Background: an optimization exercise with open tools, aiming at small area. Do not read the settings as production practice. In this exercise RTL edits were held to simulation tests only and were not proved equivalent to the original. Power and IR drop assume default switching activity.

==> inputs of trial 9 <==
==> flow/design.v <==
module reg_file_mp #(
  parameter int DATA_WIDTH = 32,
  parameter int ADDR_WIDTH = 5,
  parameter int NUM_RD     = 2
) (
  input  logic                         clk_i,
  input  logic                         rst_i,
  input  logic [NUM_RD-1:0]            rd_en_i,
  input  logic [NUM_RD*ADDR_WIDTH-1:0] raddr_i,
  output logic [NUM_RD*DATA_WIDTH-1:0] rdata_o,
  input  logic                         wa_en_i,
  input  logic [ADDR_WIDTH-1:0]        wa_addr_i,
  input  logic [DATA_WIDTH-1:0]        wa_data_i,
  input  logic                         wb_en_i,
  input  logic [ADDR_WIDTH-1:0]        wb_addr_i,
  input  logic [DATA_WIDTH-1:0]        wb_data_i,
  input  logic                         clr_i,
  output logic                         busy_o
);
  localparam int DEPTH = 2 ** ADDR_WIDTH;
  localparam int NGRP  = (DEPTH + 1 + 2) / 3;    
  localparam logic [ADDR_WIDTH-1:0] LAST_ADDR = '1;
  logic [ADDR_WIDTH-1:0]   r_cnt;
  logic                    r_busy;
  logic [DEPTH-1:0]        r_valid;
  logic [DATA_WIDTH-1:0]   r_mem [DEPTH];
  logic [DATA_WIDTH-1:0]   w_mem_nx [DEPTH];   
  logic [DEPTH-1:0]        w_sel_a;    
  logic [DEPTH-1:0]        w_sel_b;    
  logic [DEPTH-1:0]        w_hold;     
  logic [DEPTH-1:0]        w_valid_nx;
  assign busy_o = r_busy;
  always_ff @(posedge clk_i or posedge rst_i) begin
    if (rst_i) begin
      r_cnt  <= '0;
      r_busy <= 1'b0;
    end else if (r_busy) begin
      r_cnt  <= r_cnt + 1'b1;
      r_busy <= (r_cnt != LAST_ADDR);
    end else begin
      r_busy <= clr_i;
    end
  end
  for (genvar r = 0; r < DEPTH; r++) begin : g_wsel
    assign w_sel_b[r] = wb_en_i && (wb_addr_i == ADDR_WIDTH'(r));
    assign w_sel_a[r] = wa_en_i && (wa_addr_i == ADDR_WIDTH'(r)) && !w_sel_b[r];
    assign w_hold[r]  = !(w_sel_a[r] || w_sel_b[r]);
  end
  assign w_valid_nx = r_valid | w_sel_a | w_sel_b;
  always_ff @(posedge clk_i or posedge rst_i) begin
    if (rst_i) r_valid <= '0;
    else if (r_busy) r_valid <= '0;
    else r_valid <= w_valid_nx;
  end
  logic [DATA_WIDTH-1:0] w_wb_n;
  assign w_wb_n = ~wb_data_i;
  for (genvar r = 0; r < DEPTH; r++) begin : g_row
    logic w_nsel_b;
    assign w_nsel_b = !w_sel_b[r];
    for (genvar i = 0; i < DATA_WIDTH; i++) begin : g_bit
      reg_file_mp_wcell u_w (
        .hold_i (w_hold[r]),  .q_i   (r_mem[r][i]),
        .sel_a_i(w_sel_a[r]), .wa_i  (wa_data_i[i]),
        .nsel_b_i(w_nsel_b),  .nwb_i (w_wb_n[i]),
        .d_o    (w_mem_nx[r][i])
      );
    end
    always_ff @(posedge clk_i) r_mem[r] <= w_mem_nx[r];
  end
  for (genvar p = 0; p < NUM_RD; p++) begin : g_rd
    logic [ADDR_WIDTH-1:0] w_raddr;
    logic [DATA_WIDTH-1:0] r_rdata;
    logic                  w_rd;
    logic [3*NGRP-1:0]     w_sel;                  
    logic [DATA_WIDTH-1:0] w_term [3*NGRP];        
    logic [DATA_WIDTH-1:0] w_grp_n [NGRP];
    logic [DATA_WIDTH-1:0] w_next;
    assign w_raddr = raddr_i[p*ADDR_WIDTH +: ADDR_WIDTH];
    assign rdata_o[p*DATA_WIDTH +: DATA_WIDTH] = r_rdata;
    assign w_rd = rd_en_i[p] && !r_busy;
    for (genvar r = 0; r < DEPTH; r++) begin : g_rsel
      assign w_sel[r]  = w_rd && w_valid_nx[r] && (w_raddr == ADDR_WIDTH'(r));
      assign w_term[r] = w_mem_nx[r];
    end
    assign w_sel[DEPTH]  = !rd_en_i[p];
    assign w_term[DEPTH] = r_rdata;
    for (genvar t = DEPTH + 1; t < 3 * NGRP; t++) begin : g_pad
      assign w_sel[t]  = 1'b0;
      assign w_term[t] = '0;
    end
    for (genvar g = 0; g < NGRP; g++) begin : g_grp
      for (genvar i = 0; i < DATA_WIDTH; i++) begin : g_bit
        reg_file_mp_aoi222 u_grp (
          .a0_i(w_sel[3*g]),   .b0_i(w_term[3*g][i]),
          .a1_i(w_sel[3*g+1]), .b1_i(w_term[3*g+1][i]),
          .a2_i(w_sel[3*g+2]), .b2_i(w_term[3*g+2][i]),
          .y_no(w_grp_n[g][i])
        );
      end
    end
    for (genvar i = 0; i < DATA_WIDTH; i++) begin : g_or
      logic [NGRP-1:0] w_in;
      for (genvar g = 0; g < NGRP; g++) begin : g_in
        assign w_in[g] = w_grp_n[g][i];
      end
      reg_file_mp_nandn #(.N(NGRP)) u_or (
        .a_i(w_in),
        .y_o(w_next[i])
      );
    end
    always_ff @(posedge clk_i or posedge rst_i) begin
      if (rst_i) r_rdata <= '0;
      else r_rdata <= w_next;
    end
  end
endmodule
module reg_file_mp_aoi222 (
  input  logic a0_i,
  input  logic b0_i,
  input  logic a1_i,
  input  logic b1_i,
  input  logic a2_i,
  input  logic b2_i,
  output logic y_no
);
  assign y_no = ~((a0_i & b0_i) | (a1_i & b1_i) | (a2_i & b2_i));
endmodule
module reg_file_mp_nandn #(
  parameter int N = 11
) (
  input  logic [N-1:0] a_i,
  output logic         y_o
);
  assign y_o = ~&a_i;
endmodule
module reg_file_mp_wcell (
  input  logic hold_i,
  input  logic q_i,
  input  logic sel_a_i,
  input  logic wa_i,
  input  logic nsel_b_i,
  input  logic nwb_i,
  output logic d_o
);
  logic g;
  assign g   = ~((hold_i & q_i) | (sel_a_i & wa_i));
  assign d_o = ~((nsel_b_i | nwb_i) & g);
endmodule
==> flow/run.sh <==
#!/bin/bash
# synth_recipe.tcl (not shown) runs the flow's synth.tcl, then flattens the netlist and writes it again
# the make line also repeats each setting of config.mk as NAME=value (left out here)
make -C /OpenROAD-flow-scripts/flow DESIGN_CONFIG=/design/flow/config.mk WORK_HOME=/design/flow/orfs CLKGATE_MAP_FILE= SYNTH_SCRIPT=/design/flow/synth_recipe.tcl finish
==> flow/config.mk <==
export PLATFORM = sky130hd
export DESIGN_NAME = reg_file_mp
export DESIGN_NICKNAME = reg_file_mp
export VERILOG_FILES = /design/flow/design.v
export SDC_FILE = /design/flow/constraint.sdc
export NUM_CORES = 8
export LEC_CHECK = 0
export CAP_MARGIN = 20
export CORE_MARGIN = 2
export CORE_UTILIZATION = 40
export SLEW_MARGIN = 20
export SYNTH_HIERARCHICAL = 1
==> flow/constraint.sdc <==
create_clock -name core_clock -period 5.0 [get_ports {clk_i}]
set_input_delay 1.0000 -clock core_clock [delete_from_list [all_inputs] [get_ports {clk_i}]]
set_output_delay 1.0000 -clock core_clock [all_outputs]
set_load 0.01 [all_outputs]
==> trial 17: changes against trial 9 <==
==> flow/flow/run.sh (new file) <==
#!/bin/bash
# Layout flow: the standard flow (standard.sh) step by step, with two
# changes: the port buffers are buf_1 cells, and the clock tree is built from
# clkbuf_8 sink clusters of at most 15 flip-flops without dummy loads. Each
# step's output goes to a log of its own in this folder.
set -euo pipefail

bash standard.sh synth > synth.log 2>&1
bash standard.sh floorplan > floorplan.log 2>&1
BUFFER_PORTS_ARGS="-buffer_cell sky130_fd_sc_hd__buf_1" \
  bash standard.sh place > place.log 2>&1
CTS_ARGS="-sink_clustering_enable -repair_clock_nets -dont_use_dummy_load -buf_list sky130_fd_sc_hd__clkbuf_8 -root_buf sky130_fd_sc_hd__clkbuf_16 -sink_clustering_size 15 -sink_clustering_max_diameter 80" \
  bash standard.sh cts > cts.log 2>&1
bash standard.sh route > route.log 2>&1
bash standard.sh finish > finish.log 2>&1
==> flow/standard.sh (new file) <==
#!/bin/bash
# synth_recipe.tcl (not shown) runs the flow's synth.tcl, then flattens the netlist and writes it again
# the make line also repeats each setting of config.mk as NAME=value (left out here)
make -C /OpenROAD-flow-scripts/flow DESIGN_CONFIG=/design/flow/config.mk WORK_HOME=/design/flow/orfs CLKGATE_MAP_FILE= SYNTH_SCRIPT=/design/flow/synth_recipe.tcl "${@:-finish}"
--- a/flow/config.mk
+++ b/flow/config.mk
@@ -6,7 +6,7 @@
 export NUM_CORES = 8
 export LEC_CHECK = 0
-export CAP_MARGIN = 20
+export CAP_MARGIN = 0
 export CORE_MARGIN = 2
 export CORE_UTILIZATION = 40
-export SLEW_MARGIN = 20
+export SLEW_MARGIN = 0
 export SYNTH_HIERARCHICAL = 1
removed: flow/run.sh
==> reports/metrics.cfg <==
[timing]
hold_ws_ps = 373

[clocking]
path_clk_slew_ps = 100
worst_skew_pair.late_latency_ps = 680

[worst_setup_path]
r2r_slack_ps = 1340

[final_layout]
layout-drive-gt1-share = 0.116
finish.instance_area_mm2 = 0.0536
multi_input_area_share = 0.452
n_all_buffers = 433

[grt]
grtUsageMet3 = 0.159
use_met2 = 0.544

[outcome]
outcome = finished clean

[route]
wl_met2_um = 99000

[place]
placed_area_mm2 = 0.0524

[pwr]
power_uw = 20600
p_switching_uw = 6370

[end of results for trial 17]
==> reports/metrics.cfg <==
[final_layout]
multi_input_area_share = 0.418
finish.instance_area_mm2 = 0.0581
layout-drive-gt1-share = 0.141
n_all_buffers = 497

[route]
wl_met2_um = 104000

[worst_setup_path]
r2r_slack_ps = 1300

[pwr]
p_switching_uw = 7240
power_uw = 25200

[clocking]
cts-buffers-inserted = 117
worst_skew_pair.late_latency_ps = 750
path_clk_slew_ps = 60

[timing]
hold_ws_ps = 478

[place]
placed_area_mm2 = 0.0539

[grt]
grtUsageMet3 = 0.189

[outcome]
outcome = finished clean

[end of results for trial 9]

==> 12-24 <==
// reg_file_mp: RTL as listed in full above, without the edits since
clock: 5.0 ns
lec_check: 0
cap_margin: 5
core_margin: 2
core_utilization: 40
slew_margin: 5
synth_hierarchical: 1
standard.sh (not shown) runs the stock make flow with config.mk's settings and CLKGATE_MAP_FILE= SYNTH_SCRIPT=/design/flow/synth_recipe.tcl, a recipe that flattens the netlist after the stock synthesis.
==> flow/flow/run.sh <==
#!/bin/bash
# Layout flow: the standard flow (standard.sh) step by step, with two
# changes: the port buffers are buf_1 cells, and the clock tree is built from
# clkbuf_8 sink clusters of at most 15 flip-flops without dummy loads. Each
# step's output goes to a log of its own in this folder.
set -euo pipefail

bash standard.sh synth > synth.log 2>&1
bash standard.sh floorplan > floorplan.log 2>&1
BUFFER_PORTS_ARGS="-buffer_cell sky130_fd_sc_hd__buf_1" \
  bash standard.sh place > place.log 2>&1
CTS_ARGS="-sink_clustering_enable -repair_clock_nets -dont_use_dummy_load -buf_list sky130_fd_sc_hd__clkbuf_8 -root_buf sky130_fd_sc_hd__clkbuf_16 -sink_clustering_size 15 -sink_clustering_max_diameter 80" \
  bash standard.sh cts > cts.log 2>&1
bash standard.sh route > route.log 2>&1
bash standard.sh finish > finish.log 2>&1
==> 08-27 (differences from 12-24) <==
==> flow/flow/run.sh (replaced) <==
#!/bin/bash
# Layout flow: the standard flow (standard.sh) step by step, with two
# changes: the port buffers are buf_1 cells, and the clock tree is built from
# clkbuf_8 sink clusters of at most 14 flip-flops without dummy loads. Each
# step's output goes to a log of its own in this folder.
set -euo pipefail

bash standard.sh synth > synth.log 2>&1
bash standard.sh floorplan > floorplan.log 2>&1
BUFFER_PORTS_ARGS="-buffer_cell sky130_fd_sc_hd__buf_1" \
  bash standard.sh place > place.log 2>&1
CTS_ARGS="-sink_clustering_enable -repair_clock_nets -dont_use_dummy_load -buf_list sky130_fd_sc_hd__clkbuf_8 -root_buf sky130_fd_sc_hd__clkbuf_16 -sink_clustering_size 14 -sink_clustering_max_diameter 70" \
  bash standard.sh cts > cts.log 2>&1
bash standard.sh route > route.log 2>&1
bash standard.sh finish > finish.log 2>&1
--- a/flow/config.mk
+++ b/flow/config.mk
@@ -9,3 +9,4 @@
 export CORE_MARGIN = 2
-export CORE_UTILIZATION = 40
+export CORE_UTILIZATION = 50
+export PLACE_DENSITY = 0.65
 export SLEW_MARGIN = 5
==> comparison <==
12-24 ran to the end with no violations. 08-27 finished with timing, DRC and antenna clean.
In area after synthesis, 08-27 and 12-24 do not differ.
Of 08-27 and 12-24, 12-24 has the higher maximum frequency (gap about 1.8%, measured against 12-24).
In 12-24 the utilization is lower than in 08-27, by 11 points.
In clock skew, 12-24 and 08-27 hardly differ.
Combinational power: 12-24 is lower than 08-27 (about 2%).
Between 08-27 and 12-24, the lower register-to-register slack is in 12-24 (gap 110 ps).

-- port drivers added, routing unchanged --
The flow's constraints put no driver on any port. The routed layouts listed below were extracted and timed again, unchanged, in two steps. Step 1 sets driving cells, clkbuf_16 on the clock port and buf_2 on the other inputs (assumed; they add their load-dependent delay and slew). Step 2, shift: input delay + t, output delay - t, t = (earliest + latest rising clock arrival at the registers) / 2. This alone moves slack from input paths to output paths. Slacks: ideal / step 1 / step 2; pairs: ideal / step 1.
| run | t, ns | slack for setup (ns) | worst hold slack (ns) | worst setup path at the end | clock arrival spread, ns |
|---|---|---|---|---|---|
| trial 9 | 0.809 | 0.573 / 0.630 / -0.180 | 0.478 / 0.478 / 0.478 | input to register | 0.040 / 0.041 |
| trial 17 | 0.728 | 0.597 / 0.651 / -0.076 | 0.373 / 0.318 / 0.481 | input to register | 0.065 / 0.065 |
| 12-24 | 0.728 | 0.597 / 0.651 / -0.076 | 0.373 / 0.318 / 0.481 | input to register | 0.065 / 0.065 |
| 08-27 | 0.726 | 0.516 / 0.563 / -0.163 | 0.416 / 0.362 / 0.484 | input to register | 0.070 / 0.070 |
Met with ideal ports but missed after step 2: setup timing in every run listed. For trial 9, which loses most, drivers alone change the setup slack by +0.057 ns; drivers and shift together by -0.753 ns.
